Source: an optimization exercise on an open RTL-to-GDS flow (aim: small area). Production flows keep margins and buffers that such runs may drop.
The RTL was checked by simulation tests, not by an equivalence proof against the original design.
The clock port is modelled as an ideal driver; clocking choices that lean on that would not hold on a real chip.
Power is estimated from default activity; no workload was simulated.

// regfile_mp
module regfile_mp #(
  parameter int XLEN = 32,
  parameter int AW   = 5,
  parameter int NRP  = 2
) (
  input  logic                clk,
  input  logic                rst,
  input  logic [NRP*AW-1:0]   rd_addr,
  output logic [NRP*XLEN-1:0] rd_data,
  output logic [NRP-1:0]      rd_ready,
  input  logic                wa_en,
  input  logic [AW-1:0]       wa_addr,
  input  logic [XLEN-1:0]     wa_data,
  input  logic                wb_en,
  input  logic [AW-1:0]       wb_addr,
  input  logic [XLEN-1:0]     wb_data,
  input  logic                claim_en,
  input  logic [AW-1:0]       claim_addr,
  output logic [AW:0]         pend_cnt
);
  localparam int NREG = 1 << AW;
  logic [XLEN-1:0] st   [1:NREG-1];    
  logic [XLEN-1:0] st_n [1:NREG-1];
  logic [NREG-1:1] valid;
  logic [NREG-1:1] pending;
  logic            ph;
  logic [NREG-1:1] sa, sb, hold, rel, clm;
  logic [XLEN-1:0] wa_x, wb_x;
  logic            wb_en_only;
  function automatic logic [3:0] pre_lo_n(input logic [AW-1:0] a);
    for (int j = 0; j < 4; j++) pre_lo_n[j] = !(a[1:0] == j);
  endfunction
  function automatic logic [7:0] pre_hi_n(input logic en, input logic [AW-1:0] a);
  ...
Size: about 3,800 cells after synthesis, about 1,100 flip-flops, ~170 I/O pins.
==> module regfile_mp, before the edit <==
module regfile_mp #(
  parameter int XLEN = 32,
  parameter int AW   = 5,
  parameter int NRP  = 2
) (
  input  logic                clk,
  input  logic                rst,
  input  logic [NRP*AW-1:0]   rd_addr,
  output logic [NRP*XLEN-1:0] rd_data,
  output logic [NRP-1:0]      rd_ready,
  input  logic                wa_en,
  input  logic [AW-1:0]       wa_addr,
  input  logic [XLEN-1:0]     wa_data,
  input  logic                wb_en,
  input  logic [AW-1:0]       wb_addr,
  input  logic [XLEN-1:0]     wb_data,
  input  logic                claim_en,
  input  logic [AW-1:0]       claim_addr,
  output logic [AW:0]         pend_cnt
);
  localparam int NREG = 1 << AW;
  logic [XLEN-1:0] st   [1:NREG-1];    
  logic [XLEN-1:0] st_n [1:NREG-1];
  logic [NREG-1:1] valid;
  logic [NREG-1:1] pending;
  logic            ph;
  logic [NREG-1:1] sa, sb, hold, rel, clm;
  logic [XLEN-1:0] wa_x, wb_x;
  logic            wb_en_only;
  function automatic logic [3:0] pre_lo_n(input logic [AW-1:0] a);
    for (int j = 0; j < 4; j++) pre_lo_n[j] = !(a[1:0] == j);
  endfunction
  function automatic logic [7:0] pre_hi_n(input logic en, input logic [AW-1:0] a);
    for (int j = 0; j < 8; j++) pre_hi_n[j] = !(en && (a[4:2] == j));
  endfunction
  assign wa_x = wa_data ^ {XLEN{ph}};
  assign wb_x = wb_data ^ {XLEN{ph}};
  assign wb_en_only = wb_en && !(wa_en && (wa_addr == wb_addr));
  logic [3:0] wa_lo_n, wb_lo_n;
  logic [7:0] wa_hi_n, wb_hi_n;
  assign wa_lo_n = pre_lo_n(wa_addr);
  assign wa_hi_n = pre_hi_n(wa_en, wa_addr);
  assign wb_lo_n = pre_lo_n(wb_addr);
  assign wb_hi_n = pre_hi_n(wb_en_only, wb_addr);
  for (genvar i = 1; i < NREG; i++) begin : g_reg
    rf_wsel u_sel (.a_lo_n(wa_lo_n[i % 4]), .a_hi_n(wa_hi_n[i / 4]),
                   .b_lo_n(wb_lo_n[i % 4]), .b_hi_n(wb_hi_n[i / 4]),
                   .sa(sa[i]), .sb(sb[i]), .h(hold[i]));
    assign rel[i]  = wb_en && (wb_addr == i);
    assign clm[i]  = claim_en && (claim_addr == i);
    for (genvar b = 0; b < XLEN; b++) begin : g_bit
      rf_wbit u_w (.sa(sa[i]), .sb(sb[i]), .h(hold[i]), .a(wa_x[b]), .b(wb_x[b]), .q(st[i][b]),
                   .d(st_n[i][b]));
    end
    always_ff @(posedge clk) begin
      st[i] <= st_n[i];
    end
    always_ff @(posedge clk or posedge rst) begin
      if (rst) begin
        valid[i]   <= 1'b0;
        pending[i] <= 1'b0;
      end else begin
        valid[i]   <= valid[i] | !hold[i];
        pending[i] <= clm[i] | (pending[i] & !rel[i]);
      end
    end
  end
  always_ff @(posedge clk or posedge rst) begin
    if (rst) ph <= 1'b0;
    else     ph <= !ph;
  end
  logic cnt_inc, cnt_dec;
  assign cnt_inc = |(clm & ~pending);
  assign cnt_dec = |(rel & pending & ~clm);
  always_ff @(posedge clk or posedge rst) begin
    if (rst) pend_cnt <= '0;
    else     pend_cnt <= pend_cnt + {{AW{1'b0}}, cnt_inc} - {{AW{1'b0}}, cnt_dec};
  end
  for (genvar k = 0; k < NRP; k++) begin : g_rd
    logic [AW-1:0]   a;
    logic [NREG-1:1] dec, rs;
    logic [3:0]      lo;
    logic [7:0]      hi;
    logic            any;
    assign a  = rd_addr[k*AW +: AW];
    assign lo = ~pre_lo_n(a);
    assign hi = ~pre_hi_n(1'b1, a);
    for (genvar i = 1; i < NREG; i++) begin : g_dec
      assign dec[i] = (a == i);
      rf_rsel u_rs (.lo(lo[i % 4]), .hi(hi[i / 4]), .v(valid[i]), .s(rs[i]));
    end
    assign any = |rs;
    assign rd_ready[k] = !(|(dec & pending));
    for (genvar b = 0; b < XLEN; b++) begin : g_bit
      logic [NREG-1:1] col;
      for (genvar i = 1; i < NREG; i++) begin : g_col
        assign col[i] = st[i][b];
      end
      rf_rbit u_r (.sel(rs), .d(col), .x(any & ph), .y(rd_data[k*XLEN + b]));
    end
  end
endmodule
Settings: LEC_CHECK=0, CAP_MARGIN=20, CORE_MARGIN=2, CORE_UTILIZATION=40, CTS_BUF_LIST=sky130_fd_sc_hd__clkbuf_16, CTS_CLUSTER_DIAMETER=100, CTS_CLUSTER_SIZE=25, SLEW_MARGIN=20, SYNTH_HIERARCHICAL=1; clock period 8.0 ns.
standard.sh (not shown) runs the stock make flow with config.mk's settings and CLKGATE_MAP_FILE= SYNTH_SCRIPT=/design/flow/synth_recipe.tcl, a recipe that flattens the netlist after the stock synthesis.
==> flow/flow/run.sh <==
#!/bin/bash
# Own layout flow: the standard flow (standard.sh, unchanged synthesis) with these changes:
#  - the port buffers are buf_1 cells (BUFFER_PORTS_ARGS);
#  - before each physical step, flow/hook.tcl marks logic cells of drive 2 and up and buffers
#    above buf_2 don't-use, so repair and rebuffering build from small cells;
set -euo pipefail
H="$PWD/flow/hook.tcl"
bash standard.sh synth > flow_synth.log 2>&1
bash standard.sh \
  "BUFFER_PORTS_ARGS=-buffer_cell sky130_fd_sc_hd__buf_1" \
  "CTS_ARGS=-sink_clustering_enable -repair_clock_nets -sink_clustering_size 25 -sink_clustering_max_diameter 100 -buf_list sky130_fd_sc_hd__clkbuf_16 -dont_use_dummy_load" \
  "PRE_FLOORPLAN_TCL=$H" "PRE_GLOBAL_PLACE_TCL=$H" "PRE_RESIZE_TCL=$H" \
  "PRE_DETAIL_PLACE_TCL=$H" "PRE_REPAIR_TIMING_POST_PLACE_TCL=$H" "PRE_CTS_TCL=$H" \
  "PRE_GLOBAL_ROUTE_TCL=$H" "PRE_DETAIL_ROUTE_TCL=$H" \
  finish > flow_layout.log 2>&1
Other scripts of this flow, unchanged in this note and not shown: flow/flow/hook.tcl
Edit:
--- a/flow/design.v
+++ b/flow/design.v
@@ -68,38 +68,82 @@
   always_ff @(posedge clk or posedge rst) begin
     if (rst) ph <= 1'b0;
     else     ph <= !ph;
   end
-  logic cnt_inc, cnt_dec;
-  assign cnt_inc = |(clm & ~pending);
-  assign cnt_dec = |(rel & pending & ~clm);
+  logic [3:0] cl_lo, wr_lo;
+  logic [7:0] cl_hi, wr_hi;
+  logic       pend_c_n, pend_b_n, claim_ok, cnt_inc, cnt_dec;
+  assign cl_lo = ~pre_lo_n(claim_addr);
+  assign cl_hi = ~pre_hi_n(claim_en, claim_addr);
+  assign wr_lo = ~pre_lo_n(wb_addr);
+  assign wr_hi = ~pre_hi_n(wb_en, wb_addr);
+  rf_mux31n u_pc (.v(pending), .lo(cl_lo), .hi(cl_hi), .y_n(pend_c_n));
+  rf_mux31n u_pb (.v(pending), .lo(wr_lo), .hi(wr_hi), .y_n(pend_b_n));
+  assign claim_ok = claim_en && (claim_addr != '0);
+  assign cnt_inc  = claim_ok && pend_c_n;
+  assign cnt_dec  = !pend_b_n && !(claim_ok && (claim_addr == wb_addr));
   always_ff @(posedge clk or posedge rst) begin
     if (rst) pend_cnt <= '0;
     else     pend_cnt <= pend_cnt + {{AW{1'b0}}, cnt_inc} - {{AW{1'b0}}, cnt_dec};
   end
   for (genvar k = 0; k < NRP; k++) begin : g_rd
     logic [AW-1:0]   a;
-    logic [NREG-1:1] dec, rs;
+    logic [NREG-1:1] rs;
+    logic            any_n;
     logic [3:0]      lo;
     logic [7:0]      hi;
     logic            any;
     assign a  = rd_addr[k*AW +: AW];
     assign lo = ~pre_lo_n(a);
     assign hi = ~pre_hi_n(1'b1, a);
     for (genvar i = 1; i < NREG; i++) begin : g_dec
-      assign dec[i] = (a == i);
       rf_rsel u_rs (.lo(lo[i % 4]), .hi(hi[i / 4]), .v(valid[i]), .s(rs[i]));
     end
-    assign any = |rs;
-    assign rd_ready[k] = !(|(dec & pending));
+    rf_mux31n u_any (.v(valid), .lo(lo), .hi(hi), .y_n(any_n));
+    rf_mux31n u_rdy (.v(pending), .lo(lo), .hi(hi), .y_n(rd_ready[k]));
+    assign any = !any_n;
     for (genvar b = 0; b < XLEN; b++) begin : g_bit
       logic [NREG-1:1] col;
       for (genvar i = 1; i < NREG; i++) begin : g_col
         assign col[i] = st[i][b];
       end
       rf_rbit u_r (.sel(rs), .d(col), .x(any & ph), .y(rd_data[k*XLEN + b]));
     end
   end
+endmodule
+module rf_mux31n (
+  input  logic [31:1] v,
+  input  logic [3:0]  lo,
+  input  logic [7:0]  hi,
+  output logic        y_n
+);
+  logic [7:0] g;
+  for (genvar h = 0; h < 8; h++) begin : g_h
+    logic [3:0] w;
+    for (genvar l = 0; l < 4; l++) begin : g_l
+      if (h == 0 && l == 0) begin : g_z
+        assign w[l] = 1'b0;
+      end else begin : g_v
+        assign w[l] = v[4 * h + l];
+      end
+    end
+    rf_ao4 u_g (.s(lo), .d(w), .y(g[h]));
+  end
+  rf_ao8n u_y (.s(hi), .d(g), .y(y_n));
+endmodule
+module rf_ao4 (
+  input  logic [3:0] s,
+  input  logic [3:0] d,
+  output logic       y
+);
+  assign y = |(s & d);
+endmodule
+module rf_ao8n (
+  input  logic [7:0] s,
+  input  logic [7:0] d,
+  output logic       y
+);
+  assign y = ~|(s & d);
 endmodule
 module rf_nor2 (
   input  logic a, b,
   output logic y
After rerunning: Wire length fell by 4.4%. Setup slack gets better by 0.34 ns. Global-route usage fell by 1.6 points. Combinational power fell by about 1%. Clock power barely changes. Total power fell by 0.56%. Cell count barely changes. Synthesized area fell by 0.74%. Sequential share of layout area rose by 0.17 points. Cell area fell by 0.40%. Non-clock buffer count rose by 6. Die area fell by 0.73%. Clock-buffer cell count fell by 1. Sequential power hardly moves.

## port drivers added, routing unchanged
In the flow no input, the clock included, has a driving cell. The finished layouts below were timed again as built, in two steps. Step 1 sets driving cells, clkbuf_16 on the clock port and buf_2 on the other inputs (assumed; they add their load-dependent delay and slew). Step 2 times the ports against the registers' clock, not the clock port: input delays grow and output delays shrink by t, the midpoint of the rising clock arrivals with the driver on. Slacks: no drivers / after step 1 / after step 2; pairs: no drivers / after step 1.
run	shift t [ns]	setup slack, ns	clock arrival spread, ns	worst slew at a driven data input, ns
the first run	0.765	0.464 / 0.412 / 0.412	0.110 / 0.110	0.09
the second run	0.751	0.800 / 0.776 / 0.776	0.058 / 0.058	0.04
After both steps setup and hold are still met in every run listed. The setup slack of the first run, which loses most, moves by -0.052 ns with the drivers and by -0.052 ns with both steps.
